What follows belongs to an exercise in optimizing a design on an open flow for small area, a short achievable clock period and few clock cycles per item; a production flow would make more cautious choices.
The RTL of this run was laid out without a check of its function.
No activity file was given, so power comes from the tool's default toggle rates.

==> design.v <==
package ors_pkg;
    localparam int unsigned DATA_W      = 64;
    localparam int unsigned CNT_W       = 5;
    localparam int unsigned DEPTH       = 16;
    localparam int unsigned SLOT_W      = 4;
    localparam logic [CNT_W-1:0] BATCH_CAP     = 5'd16;
    localparam logic [CNT_W-1:0] MAX_BATCH_RST = 5'd4;
    localparam logic OP_PUSH  = 1'b0;
    localparam logic OP_DRAIN = 1'b1;
endpackage
module ors_ram #(
    parameter int WIDTH = 64,
    parameter int DEPTH = 16
) (
    input  logic               i_clk,
    input  logic [DEPTH-1:0]   i_we,
    input  logic [WIDTH-1:0]   i_wdata,
    input  logic [DEPTH-1:0]   i_rsel,
    output logic [WIDTH-1:0]   o_rdata
);
    logic [WIDTH-1:0] r_mem [DEPTH];
    always_ff @(posedge i_clk) begin
        for (int i = 0; i < DEPTH; i++) begin
            if (i_we[i]) begin
                r_mem[i] <= i_wdata;
            end
        end
    end
    always_comb begin
        o_rdata = '0;
        for (int i = 0; i < DEPTH; i++) begin
            o_rdata = o_rdata | (r_mem[i] & {WIDTH{i_rsel[i]}});
        end
    end
endmodule
module ors_ctrl #(
    parameter int NQ = 8   
) (
    input  logic                          i_clk,
    input  logic                          i_rst_n,
    input  logic                          i_in_valid,
    input  logic                          i_opcode,
    input  logic                          i_reserve_slot,
    input  logic                          i_cfg_valid,
    input  logic [ors_pkg::CNT_W-1:0]     i_cfg_data,
    input  logic                          i_out_ready,
    output logic                          o_in_ready,
    output logic                          o_out_valid,
    output logic [ors_pkg::DEPTH-1:0]     o_we,
    output logic [ors_pkg::DEPTH-1:0]     o_rsel,
    output logic                          o_ld_rec,
    output logic                          o_ld_hdr,
    output logic [ors_pkg::CNT_W-1:0]     o_hdr_popped,
    output logic                          o_hdr_rsv
);
    localparam int D  = ors_pkg::DEPTH;
    localparam int SW = ors_pkg::SLOT_W;
    localparam int CW = ors_pkg::CNT_W;
    localparam int NF = NQ - 1;   
    localparam int QW = $clog2(NF + 1);
    function automatic logic [D-1:0] onehot(input logic [SW-1:0] s);
        for (int i = 0; i < D; i++) onehot[i] = (s == SW'(i));
    endfunction
    function automatic logic [D-1:0] lowest(input logic [D-1:0] m);
        logic [D-1:0] below;
        below[0] = 1'b0;
        for (int i = 1; i < D; i++) below[i] = below[i-1] | m[i-1];
        lowest = m & ~below;
    endfunction
    function automatic logic [SW-1:0] encode(input logic [D-1:0] oh);
        encode = '0;
        for (int i = 0; i < D; i++) begin
            if (oh[i]) encode = encode | SW'(i);
        end
    endfunction
    logic [CW-1:0] r_cap;     
    logic [CW-1:0] r_cap1;    
    logic          r_ge  [2];    
    logic [CW-1:0] r_kk  [2];    
    logic [CW:0]   r_sum [3];    
    logic          r_stale;      
    logic [SW-1:0] r_head;    
    logic [SW-1:0] r_headm1;  
    logic [SW-1:0] r_tail;    
    logic [SW-1:0] r_tail2;   
    logic [CW-1:0] r_fill;
    logic [SW-1:0] r_t0;      
    logic [SW-1:0] r_t1;      
    logic [SW-1:0] r_ptr  [D];
    logic [SW-1:0] r_link [D];
    logic [D-1:0]  r_busy;
    logic [SW-1:0] r_wsel;
    logic [D-1:0]  r_wsel_oh;
    logic          r_in_ready;
    logic          r_out_valid;
    logic [SW-1:0] r_q_start [NF];
    logic [CW-1:0] r_q_k     [NF];
    logic          r_q_rsv   [NF];
    logic [QW-1:0] r_q_cnt;
    logic          r_e_act;
    logic [D-1:0]  r_e_oh;
    logic [CW-1:0] r_e_rem;
    logic          r_e_hdr;   
    logic          r_e_one;   
    logic [CW-1:0] r_e_k;
    logic          r_e_rsv;
    logic          w_acc, w_push, w_drain;
    logic          w_full, w_full_m1;
    logic [SW-1:0] w_top;
    assign w_acc     = i_in_valid && r_in_ready;
    assign w_push    = w_acc && (i_opcode == ors_pkg::OP_PUSH);
    assign w_drain   = w_acc && (i_opcode == ors_pkg::OP_DRAIN);
    assign w_full    = (r_fill == CW'(D));
    assign w_full_m1 = (r_fill == CW'(D - 1));
    assign w_top     = r_ptr[r_headm1];
    logic [CW-1:0] w_c   [2];
    logic          w_ge  [2];
    logic [CW-1:0] w_kk  [2];
    logic [CW-1:0] w_fn  [2];
    logic [SW-1:0] w_hn  [2];
    logic [SW-1:0] w_hm  [2];
    always_comb begin
        w_c[0] = r_cap;
        w_c[1] = r_cap1;
        for (int j = 0; j < 2; j++) begin
            w_ge[j] = r_ge[j];
            w_kk[j] = r_kk[j];
            w_fn[j] = w_ge[j] ? r_fill - w_c[j] : '0;
            w_hn[j] = w_ge[j] ? r_head - SW'(w_c[j]) : r_tail;
            w_hm[j] = w_ge[j] ? r_headm1 - SW'(w_c[j]) : r_tail - 1'b1;
        end
    end
    logic [CW-1:0] w_k;
    assign w_k = w_kk[i_reserve_slot];
    assign o_we = w_push ? r_wsel_oh : '0;
    logic w_out_free;
    logic w_e_take;      
    logic [SW-1:0] w_e_next;
    assign w_out_free = !r_out_valid || i_out_ready;
    assign o_ld_rec   = r_e_act && w_out_free && !r_e_hdr;
    assign o_ld_hdr   = r_e_act && w_out_free && r_e_hdr;
    assign w_e_take   = (!r_e_act || o_ld_hdr) && (r_q_cnt != '0);
    assign o_rsel     = r_e_oh;
    assign o_hdr_popped = r_e_k;
    assign o_hdr_rsv    = r_e_rsv;
    assign o_out_valid  = r_out_valid;
    assign o_in_ready   = r_in_ready;
    always_comb begin
        w_e_next = '0;
        for (int i = 0; i < D; i++) begin
            w_e_next = w_e_next | (r_link[i] & {SW{r_e_oh[i]}});
        end
    end
    logic [D-1:0]  n_busy;
    logic          n_full;
    logic [D-1:0]  w_free_in, w_free_ex;
    logic [D-1:0]  n_wsel_oh;
    logic          w_slot_ok, w_q_ok;
    logic [NF-1:0] w_q_we;
    always_comb begin
        for (int i = 0; i < NF; i++) begin
            w_q_we[i] = w_drain && (w_e_take ? (r_q_cnt == QW'(i + 1)) : (r_q_cnt == QW'(i)));
        end
    end
    assign w_free_in = ~r_busy;
    assign w_free_ex = ~r_busy & ~r_wsel_oh;
    assign n_full = (w_full && !(w_drain && (w_c[i_reserve_slot] != '0)))
                 || (w_full_m1 && w_push);
    logic [D-1:0]  w_ws_push_oh, w_ws_idle_oh;
    logic [SW-1:0] w_ws_push, w_ws_idle;
    logic [D-1:0]  w_low_ex, w_low_in;
    logic [SW-1:0] n_wsel;
    assign w_low_ex = lowest(w_free_ex);
    assign w_low_in = lowest(w_free_in);
    always_comb begin
        if (w_full) begin
            w_ws_push_oh = onehot(r_t1);
            w_ws_push    = r_t1;
        end else if (w_full_m1) begin
            w_ws_push_oh = onehot(r_t0);
            w_ws_push    = r_t0;
        end else begin
            w_ws_push_oh = w_low_ex;
            w_ws_push    = encode(w_low_ex);
        end
        if (w_full) begin
            w_ws_idle_oh = onehot(r_t0);
            w_ws_idle    = r_t0;
        end else begin
            w_ws_idle_oh = w_low_in;
            w_ws_idle    = encode(w_low_in);
        end
    end
    assign n_wsel_oh = w_push ? w_ws_push_oh : w_ws_idle_oh;
    assign n_wsel    = w_push ? w_ws_push : w_ws_idle;
    assign w_slot_ok = n_full || (w_push ? (w_free_ex != '0) : (w_free_in != '0));
    assign w_q_ok    = (r_q_cnt < QW'(NF - 1))
                    || ((r_q_cnt == QW'(NF - 1)) && (!w_drain || w_e_take))
                    || w_e_take;
    assign n_busy = (r_busy & ~(o_ld_rec ? r_e_oh : '0)) | (w_push ? r_wsel_oh : '0);
    logic [CW-1:0] w_cfg_c [2];
    logic [CW-1:0] w_fill_nx;     
    logic          n_ge [2];
    logic [CW-1:0] n_kk [2];
    logic          n_stale;
    assign w_cfg_c[0] = (i_cfg_data > ors_pkg::BATCH_CAP) ? ors_pkg::BATCH_CAP : i_cfg_data;
    assign w_cfg_c[1] = (i_cfg_data > ors_pkg::BATCH_CAP) ? ors_pkg::BATCH_CAP - 1'b1
                      : (i_cfg_data != '0) ? i_cfg_data - 1'b1 : '0;
    assign w_fill_nx  = (w_push && !w_full) ? r_fill + 1'b1 : r_fill;
    assign n_stale    = i_cfg_valid && w_drain;
    always_comb begin
        logic          gs;
        logic [CW-1:0] kd [2];
        logic          gd [2];
        for (int i = 0; i < 2; i++) begin
            for (int j = 0; j < 2; j++) begin
                gs    = ({1'b0, r_fill} >= r_sum[i + j]);
                kd[j] = r_ge[j] ? (gs ? w_c[i] : r_fill - w_c[j]) : '0;
                gd[j] = r_ge[j] ? gs : (w_c[i] == '0);
            end
            if (i_cfg_valid) begin
                n_ge[i] = (w_fill_nx >= w_cfg_c[i]);
                n_kk[i] = (w_fill_nx >= w_cfg_c[i]) ? w_cfg_c[i] : w_fill_nx;
            end else if (r_stale) begin
                n_ge[i] = (r_fill >= w_c[i]);
                n_kk[i] = (r_fill >= w_c[i]) ? w_c[i] : r_fill;
            end else if (w_push) begin
                n_ge[i] = r_ge[i] || ((r_fill + 1'b1) == w_c[i]);
                n_kk[i] = r_ge[i] ? w_c[i] : r_fill + 1'b1;
            end else if (w_drain) begin
                n_ge[i] = gd[i_reserve_slot];
                n_kk[i] = kd[i_reserve_slot];
            end else begin
                n_ge[i] = r_ge[i];
                n_kk[i] = r_kk[i];
            end
        end
    end
    always_ff @(posedge i_clk) begin
        if (!i_rst_n) begin
            r_ge[0]     <= 1'b0;
            r_ge[1]     <= 1'b0;
            r_kk[0]     <= '0;
            r_kk[1]     <= '0;
            r_sum[0]    <= (CW+1)'(2 * ors_pkg::MAX_BATCH_RST);
            r_sum[1]    <= (CW+1)'(2 * ors_pkg::MAX_BATCH_RST - 1);
            r_sum[2]    <= (CW+1)'(2 * ors_pkg::MAX_BATCH_RST - 2);
            r_stale     <= 1'b0;
        end else begin
            r_ge[0]  <= n_ge[0];
            r_ge[1]  <= n_ge[1];
            r_kk[0]  <= n_kk[0];
            r_kk[1]  <= n_kk[1];
            r_stale  <= n_stale;
            if (i_cfg_valid) begin
                r_sum[0] <= {1'b0, w_cfg_c[0]} + {1'b0, w_cfg_c[0]};
                r_sum[1] <= {1'b0, w_cfg_c[0]} + {1'b0, w_cfg_c[1]};
                r_sum[2] <= {1'b0, w_cfg_c[1]} + {1'b0, w_cfg_c[1]};
            end
        end
    end
    always_ff @(posedge i_clk) begin
        if (!i_rst_n) begin
            r_cap       <= ors_pkg::MAX_BATCH_RST;
            r_cap1      <= ors_pkg::MAX_BATCH_RST - 1'b1;
            r_head      <= '0;
            r_headm1    <= '1;
            r_tail      <= '0;
            r_tail2     <= SW'(2);
            r_fill      <= '0;
            r_busy      <= '0;
            r_wsel      <= '0;
            r_wsel_oh   <= D'(1);
            r_in_ready  <= 1'b1;
            r_out_valid <= 1'b0;
            r_q_cnt     <= '0;
            r_e_act     <= 1'b0;
        end else begin
            if (i_cfg_valid) begin
                r_cap  <= w_cfg_c[0];
                r_cap1 <= w_cfg_c[1];
            end
            if (w_push) begin
                r_head   <= r_head + 1'b1;
                r_headm1 <= r_head;
                if (w_full) begin
                    r_tail  <= r_tail + 1'b1;
                    r_tail2 <= r_tail2 + 1'b1;
                end else begin
                    r_fill <= r_fill + 1'b1;
                end
            end else if (w_drain) begin
                r_head   <= w_hn[i_reserve_slot];
                r_headm1 <= w_hm[i_reserve_slot];
                r_fill   <= w_fn[i_reserve_slot];
            end
            r_busy     <= n_busy;
            r_wsel     <= n_wsel;
            r_wsel_oh  <= n_wsel_oh;
            r_in_ready <= w_slot_ok && w_q_ok && !n_stale;
            if (o_ld_rec || o_ld_hdr) begin
                r_out_valid <= 1'b1;
            end else if (i_out_ready) begin
                r_out_valid <= 1'b0;
            end
            if (w_drain && !w_e_take)      r_q_cnt <= r_q_cnt + 1'b1;
            else if (!w_drain && w_e_take) r_q_cnt <= r_q_cnt - 1'b1;
            if (w_e_take)      r_e_act <= 1'b1;
            else if (o_ld_hdr) r_e_act <= 1'b0;
        end
    end
    always_ff @(posedge i_clk) begin
        if (w_push) begin
            r_ptr[r_head] <= r_wsel;
            if (w_full) begin
                r_t0 <= r_t1;
                r_t1 <= r_ptr[r_tail2];
            end else if (r_fill == CW'(0)) begin
                r_t0 <= r_wsel;
            end else if (r_fill == CW'(1)) begin
                r_t1 <= r_wsel;
            end
        end
        for (int i = 0; i < D; i++) begin
            if (w_push && r_wsel_oh[i]) r_link[i] <= w_top;
        end
        for (int i = 0; i < NF; i++) begin
            if (w_q_we[i]) begin
                r_q_start[i] <= w_top;
                r_q_k[i]     <= w_k;
                r_q_rsv[i]   <= i_reserve_slot;
            end else if (w_e_take) begin
                if (i < NF - 1) begin
                    r_q_start[i] <= r_q_start[(i < NF - 1) ? i + 1 : i];
                    r_q_k[i]     <= r_q_k[(i < NF - 1) ? i + 1 : i];
                    r_q_rsv[i]   <= r_q_rsv[(i < NF - 1) ? i + 1 : i];
                end
            end
        end
        if (w_e_take) begin
            r_e_oh  <= (r_q_k[0] != '0) ? onehot(r_q_start[0]) : '0;
            r_e_rem <= r_q_k[0];
            r_e_hdr <= (r_q_k[0] == CW'(0));
            r_e_one <= (r_q_k[0] == CW'(1));
            r_e_k   <= r_q_k[0];
            r_e_rsv <= r_q_rsv[0];
        end else if (o_ld_rec) begin
            r_e_oh  <= r_e_one ? '0 : onehot(w_e_next);
            r_e_rem <= r_e_rem - 1'b1;
            r_e_hdr <= r_e_one;
            r_e_one <= (r_e_rem == CW'(2));
        end
    end
endmodule
module ors_dp (
    input  logic                        i_clk,
    input  logic                        i_ld_rec,
    input  logic                        i_ld_hdr,
    input  logic [ors_pkg::DATA_W-1:0]  i_rdata,
    input  logic [ors_pkg::CNT_W-1:0]   i_hdr_popped,
    input  logic                        i_hdr_rsv,
    output logic                        o_is_header,
    output logic [ors_pkg::DATA_W-1:0]  o_record_data,
    output logic [ors_pkg::CNT_W-1:0]   o_header_count,
    output logic [ors_pkg::CNT_W-1:0]   o_popped,
    output logic                        o_last
);
    always_ff @(posedge i_clk) begin
        if (i_ld_rec || i_ld_hdr) begin
            o_record_data <= i_rdata;
        end
        if (i_ld_rec) begin
            o_is_header    <= 1'b0;
            o_header_count <= '0;
            o_popped       <= '0;
            o_last         <= 1'b0;
        end else if (i_ld_hdr) begin
            o_is_header    <= 1'b1;
            o_header_count <= i_hdr_popped + ors_pkg::CNT_W'(i_hdr_rsv);
            o_popped       <= i_hdr_popped;
            o_last         <= 1'b1;
        end
    end
endmodule
module overwriting_record_stack_drain_unit #(
    parameter int DEPTH        = 16,
    parameter int RECORD_BYTES = 8
) (
    input  logic        i_clk,
    input  logic        i_rst_n,
    input  logic        in_valid,
    output logic        in_ready,
    input  logic        in_opcode,
    input  logic [63:0] in_entry_data,
    input  logic        in_reserve_slot,
    output logic        out_valid,
    input  logic        out_ready,
    output logic        out_is_header,
    output logic [63:0] out_record_data,
    output logic [4:0]  out_header_count,
    output logic [4:0]  out_popped,
    output logic        out_last,
    input  logic        cfg_valid,
    output logic        cfg_ready,
    input  logic [4:0]  cfg_data
);
    logic [ors_pkg::DEPTH-1:0]  w_we;
    logic [ors_pkg::DEPTH-1:0]  w_rsel;
    logic [63:0]                w_rdata;
    logic                       w_ld_rec;
    logic                       w_ld_hdr;
    logic [4:0]                 w_hdr_popped;
    logic                       w_hdr_rsv;
    assign cfg_ready = 1'b1;
    ors_ctrl u_ctrl (
        .i_clk          (i_clk),
        .i_rst_n        (i_rst_n),
        .i_in_valid     (in_valid),
        .i_opcode       (in_opcode),
        .i_reserve_slot (in_reserve_slot),
        .i_cfg_valid    (cfg_valid),
        .i_cfg_data     (cfg_data),
        .i_out_ready    (out_ready),
        .o_in_ready     (in_ready),
        .o_out_valid    (out_valid),
        .o_we           (w_we),
        .o_rsel         (w_rsel),
        .o_ld_rec       (w_ld_rec),
        .o_ld_hdr       (w_ld_hdr),
        .o_hdr_popped   (w_hdr_popped),
        .o_hdr_rsv      (w_hdr_rsv)
    );
    ors_ram #(
        .WIDTH (8 * RECORD_BYTES),
        .DEPTH (ors_pkg::DEPTH)
    ) u_ram (
        .i_clk   (i_clk),
        .i_we    (w_we),
        .i_wdata (in_entry_data),
        .i_rsel  (w_rsel),
        .o_rdata (w_rdata)
    );
    ors_dp u_dp (
        .i_clk          (i_clk),
        .i_ld_rec       (w_ld_rec),
        .i_ld_hdr       (w_ld_hdr),
        .i_rdata        (w_rdata),
        .i_hdr_popped   (w_hdr_popped),
        .i_hdr_rsv      (w_hdr_rsv),
        .o_is_header    (out_is_header),
        .o_record_data  (out_record_data),
        .o_header_count (out_header_count),
        .o_popped       (out_popped),
        .o_last         (out_last)
    );
endmodule
==> run.sh <==
#!/bin/bash
# synth_recipe.tcl (not shown) runs the flow's synth.tcl, then flattens the netlist and writes it again
# the make line also repeats each setting of config.mk as NAME=value (left out here)
make -C /OpenROAD-flow-scripts/flow DESIGN_CONFIG=/design/flow/config.mk WORK_HOME=/design/flow/orfs CLKGATE_MAP_FILE= SYNTH_SCRIPT=/design/flow/synth_recipe.tcl finish
==> config.mk <==
export PLATFORM = sky130hd
export DESIGN_NAME = overwriting_record_stack_drain_unit
export DESIGN_NICKNAME = overwriting_record_stack_drain_unit
export VERILOG_FILES = /design/flow/design.v
export SDC_FILE = /design/flow/constraint.sdc
export NUM_CORES = 4
export LEC_CHECK = 0
export ABC_CLOCK_PERIOD_IN_PS = 2200
export CAP_MARGIN = 20
export CORE_MARGIN = 2
export CORE_UTILIZATION = 40
export CTS_CLUSTER_DIAMETER = 100
export CTS_CLUSTER_SIZE = 25
export SETUP_SLACK_MARGIN = 1.8
export SLEW_MARGIN = 20
==> constraint.sdc <==
create_clock -name core_clock -period 4.0 [get_ports {i_clk}]
set_input_delay 0.8000 -clock core_clock [delete_from_list [all_inputs] [get_ports {i_clk}]]
set_output_delay 0.8000 -clock core_clock [all_outputs]
set_load 0.01 [all_outputs]
==> out/results.md <==
| Parameter | This run |
|---|---|
| Status | timing/DRC/antenna clean |
| Worst-margin pin slew | 848.7 ps |
| Latest clock arrival within the worst-skew pair | 720 ps |
| Slew HR | 0.4342 |
| Tot Pwr | 36000 µW |
| Slowest CP cell | sky130_fd_sc_hd__dfxtp_4 |
| Kind of start point of the critical path | register |
| Worst path cell trace | clkinvlp_4 > ha_4 > nor4bb_4 > buf_4 > nor2_4 > mux2i_4 > inv_2 > ha_4 > nand2_2 > o21ai_2 > a31oi_4 > mux2_4 > o221ai_2 > a21oi_1 |
| Critical path start-end classification | register to register |
| Max Freq | 0.3539 GHz |
| Critical Path Sink Type | register |
| Post-route antenna net violation count | 0 |
| Worst path required time | 4590 ps |
| Cell family contributing the most delay on the critical path | multiplexers |
| Synth Area per Inst | 16.41 µm² |
| CTS root buffer | sky130_fd_sc_hd__clkbuf_16 |
| Bufs on Longest Clock Path | 3 |
| Relative area change from synthesis to final layout | 16.78% |
| First-pass iteration count of the detailed router | 8 |
| Post-layout min period | 2826 ps |
| Most used DFF post-synth | sky130_fd_sc_hd__edfxtp_1 |
| Leakage power of the design | 0.02132 µW |
| Syn Inst Count | 3449 |
| Overall die height | 380.2 µm |
| Largest net degree at the start of global routing | 59 |
| Clock tree from TritonCTS | yes |
| Unrepaired setup endpoints after global routing | yes |
| Routability Congestion | 0.9134 |
| Buf/Inv on CP | 3 |
| Largest fanout on the critical path | 5 |
| Final worst path period share | 0.7064 |
| Capture endpoint of the worst hold path | u_ctrl.r_e_rsv$_DFFE_PP_ |
| IR drop worst, VDD | 534.7 µV |
| Number of buffers created by CTS | 70 |
| I/O pin count | 155 |
| Horiz. Die Dim | 380.2 µm |
| Drc violations | 0 |
| Final WL | 169800 µm |
| Synth warnings | 22 |
| Delay contributed by the slowest stage of the critical path | 400 ps |
| Worst R2R Setup Slack | 1170 ps |
| Synthesized cell area | 0.05660 mm² |
| Estimated wirelength of the detail-placed design | 88730 µm |
| Fraction of synthesized cell area taken by the top area cell type | 0.7019 |
| Count of hold-fix buffers inserted at cts | 0 |
| FF-to-FF path depth | 14 |
| Global-route wire length before repair | 240700 µm |
| Initial standard-cell utilization of the core | 0.4012 |
| Worst R2R End | u_ctrl.r_kk[0][4]$_SDFFE_PN0P_ |
| Share of synthesized flip-flops with an asynchronous set or reset | 0 |
| EDFF count, synth | 1323 |
| Total power density per cell area | 544.5 mW/mm² |
| Cell taking the most area after synthesis | sky130_fd_sc_hd__edfxtp_1 |
| Final Max Slew Viols | 0 |
| Average vias per placed instance | 6.160 |
| Number of sinks on the clock net | 1434 |
| Core Area | 0.1411 mm² |
| Synth unique cells | 97 |
| Worst endpoint data arrival time | 3410 ps |
| Input/output buffers | 153 |
| Total grt overflow | 0 |
| Global Route Usage Sum | 0.2268 |
| Cell area reported after detailed placement | 0.06142 mm² |
| Class of the tightest hold or removal check | register to register |
| Violation count after the first detailed-route iteration | 3890 |
| Worst-path clk slew | 110 ps |
| Synthesis-stage register bit count | 1434 |
| Top cells by area, synth | sky130_fd_sc_hd__edfxtp_1, sky130_fd_sc_hd__a221oi_1, sky130_fd_sc_hd__a22o_1, sky130_fd_sc_hd__dfxtp_1, sky130_fd_sc_hd__ha_1 |
| Initial antenna violation count | 11 |
| Hold path start | u_ctrl.r_q_rsv[0]$_DFFE_PP_ |
| Total Negative Setup Slacks | 0 ps |
| Final number of setup-violating endpoints | 0 |
| Final net count | 3908 |
| Proportion of layout cells with a drive suffix above 1 | 0.1898 |
| Worst hold path cell count | 0 |
| Critical Path Stages | 14 |
| Via count of the first global-routing pass | 33590 |
| Launching point of the worst reg2reg path | u_ctrl.r_fill[1]$_SDFFE_PN0P_ |
| WL per Instance | 29.96 µm |
| Number of placement rows | 138 |
| DIE AREA | 0.1445 mm² |
| Sequential-to-total area share from yosys stat | 0.7411 |
| Final instance area | 0.06610 mm² |
| Worst Skew | 52.71 ps |
| Detailed-route via count | 34910 |
| H-Tree Depth | 3 |
| Maximum capacitance violations | 0 |
| Hold violation count in the final report | 0 |
| Most frequent cell on the critical path | sky130_fd_sc_hd__ha_4 |
power breakdown:
part / internal (µW) / switching (µW)
Sequential: 17500 / 529
Clock: 3410 / 4720
Combinational: 3620 / 6200
Total: 24500 / 11400
through the flow:
stage / util / hold slack (ps) / setup slack, ps / std cells
2_1_floorplan: - / 400.3 / 1121 / 3450
3_5_place_dp: 0.4354 / 432.1 / 115.8 / 5411
5_1_grt: 0.4686 / 479.8 / 1073 / 5667
4_1_cts: 0.4604 / 465.4 / 1185 / 5615
3_3_place_gp: 0.4354 / 438.6 / 134.2 / 5411
6_report: 0.4686 / 456.0 / 1174 / 5668
timing repair:
item | in CTS | in global routing
buffers inserted | 89 | 46
gates cloned | 18 | 6
pin swaps | 56 | 47
endpoints found under the setup margin | 1542 | 706
gates resized for setup | 315 | 162
kinds of logic (layout without fill, tap and decap cells):
family | count (synthesis) | after routing | synth area share
xor gates and xnor gates | 45 | 45 | 0.006963
DFF | 1434 | 1434 | 0.7411
other | 1 | 3 | 0.00006625
buffers and inverters | 267 | 580 | 0.01905
AOI/OAI and AO/OA | 907 | 907 | 0.1259
muxes | 148 | 156 | 0.03862
and+or+nand+nor | 567 | 573 | 0.04965
adders and majority gates | 80 | 80 | 0.01861
sequential cells by signal, indices dropped and copies added (netlist names), 28 cells and up, named ones only:
signal / count
u_ctrl.r_q_start: 28
u_dp.o_record_data: 64
u_ctrl.r_link: 64
u_ctrl.r_ptr: 64
u_ctrl.r_q_k: 35
u_ram.r_mem: 1024
cell usage after synthesis, types with 10 or more instances:
cell type / instances
sky130_fd_sc_hd__nand2b_1: 14
sky130_fd_sc_hd__a31oi_1: 12
sky130_fd_sc_hd__a221oi_1: 275
sky130_fd_sc_hd__o31ai_1: 14
sky130_fd_sc_hd__dfxtp_1: 111
sky130_fd_sc_hd__a211oi_1: 11
sky130_fd_sc_hd__a22o_1: 269
sky130_fd_sc_hd__nand3_1: 39
sky130_fd_sc_hd__o211ai_1: 17
sky130_fd_sc_hd__buf_2: 18
sky130_fd_sc_hd__nor3_1: 30
sky130_fd_sc_hd__xnor2_1: 21
sky130_fd_sc_hd__or2_2: 10
sky130_fd_sc_hd__xor2_1: 24
sky130_fd_sc_hd__nand2_1: 147
sky130_fd_sc_hd__nor2b_1: 16
sky130_fd_sc_hd__clkbuf_1: 139
sky130_fd_sc_hd__nor2_1: 150
sky130_fd_sc_hd__a21oi_1: 91
sky130_fd_sc_hd__mux2_2: 35
sky130_fd_sc_hd__ha_1: 73
sky130_fd_sc_hd__mux2_4: 24
sky130_fd_sc_hd__a222oi_1: 10
sky130_fd_sc_hd__mux2_1: 14
sky130_fd_sc_hd__a22oi_1: 19
sky130_fd_sc_hd__a21o_1: 10
sky130_fd_sc_hd__edfxtp_1: 1323
sky130_fd_sc_hd__buf_1: 36
sky130_fd_sc_hd__inv_1: 62
sky130_fd_sc_hd__mux4_2: 34
sky130_fd_sc_hd__o22ai_1: 30
sky130_fd_sc_hd__o21ai_0: 82
sky130_fd_sc_hd__nand4_1: 79
sky130_fd_sc_hd__and2_1: 23
sky130_fd_sc_hd__mux2i_1: 35
final cells by class:
class / count / area [µm²]
Multi-Input combinational cell: 1763 / 14860
Tap cell: 1890 / 2365
Inverter: 64 / 291.5
Sequential cell: 1434 / 42050
Antenna cell: 1 / 2.502
Clock inverter: 11 / 156.4
Timing Repair Buffer: 419 / 4503
Fill cell: 12090 / 74960
Clock buffer: 86 / 1876
per-layer routing:
layer,track usage,up-vias,share of wire
li1,-,14750,-
met1,0.3121,18210,0.41
met2,0.3682,1647,0.47
met3,0.03957,282,0.082
met4,0.06981,16,0.031
met5,0,-,0.00056
worst max path at each step:
stage	start	to	slack (ps)
after global routing	u_ctrl.r_fill[1]$_SDFFE_PN0P_	u_ctrl.r_kk[0][2]$_SDFFE_PN0P_	1070
final	u_ctrl.r_fill[1]$_SDFFE_PN0P_	u_ctrl.r_kk[0][4]$_SDFFE_PN0P_	1170
after floorplan	cfg_data[0]	u_ctrl.r_kk[0][4]$_SDFFE_PN0P_	1120
after global placement	cfg_data[0]	u_ctrl.r_kk[1][2]$_SDFFE_PN0P_	130
after CTS	u_ctrl.r_fill[1]$_SDFFE_PN0P_	u_ctrl.r_kk[0][2]$_SDFFE_PN0P_	1190
after detailed placement	cfg_data[0]	u_ctrl.r_kk[1][2]$_SDFFE_PN0P_	120
cell usage in the layout, fill, tap and decap left out, types with 26 or more instances in the layout:
master,netlist,routed
sky130_fd_sc_hd__a21oi_1,91,83
sky130_fd_sc_hd__a221oi_1,275,268
sky130_fd_sc_hd__a22o_1,269,269
sky130_fd_sc_hd__buf_12,1,50
sky130_fd_sc_hd__buf_4,8,157
sky130_fd_sc_hd__buf_6,1,44
sky130_fd_sc_hd__clkbuf_16,0,77
sky130_fd_sc_hd__clkdlybuf4s15_1,0,26
sky130_fd_sc_hd__clkdlybuf4s50_1,0,66
sky130_fd_sc_hd__dfxtp_1,111,76
sky130_fd_sc_hd__dlygate4sd2_1,0,37
sky130_fd_sc_hd__edfxtp_1,1323,1323
sky130_fd_sc_hd__ha_1,73,55
sky130_fd_sc_hd__inv_1,62,50
sky130_fd_sc_hd__mux2_2,35,29
sky130_fd_sc_hd__mux2_4,24,37
sky130_fd_sc_hd__mux2i_1,35,32
sky130_fd_sc_hd__mux4_2,34,48
sky130_fd_sc_hd__nand2_1,147,139
sky130_fd_sc_hd__nand3_1,39,36
sky130_fd_sc_hd__nand4_1,79,79
sky130_fd_sc_hd__nor2_1,150,137
sky130_fd_sc_hd__o21ai_0,82,62
sky130_fd_sc_hd__o22ai_1,30,29

-- afterwards: timing with drivers on the ports --
The results above use ideal ports. As a check the final layout listed here was re-extracted and re-timed, cells and wires unchanged. Step 1, drivers: a clkbuf_16 drives i_clk and a buf_2 each remaining input, both assumed. Step 2 times the ports against the registers' clock, not the clock port: input delays grow and output delays shrink by t, the midpoint of the rising clock arrivals with the driver on. a / b / c = no drivers / after step 1 / after step 2; a / b = the first two.
t (ns): 0.771
setup slack, ns: 1.174 / 1.174 / 0.636
hold WS [ns]: 0.456 / 0.456 / 0.456
worst register clock-pin slew, ns: 0.11 / 0.11
worst data-port slew with drivers (ns): 0.18
After both steps this run still meets setup and hold. The setup slack of this run moves by 0.000 ns with the drivers and by -0.538 ns with both steps.
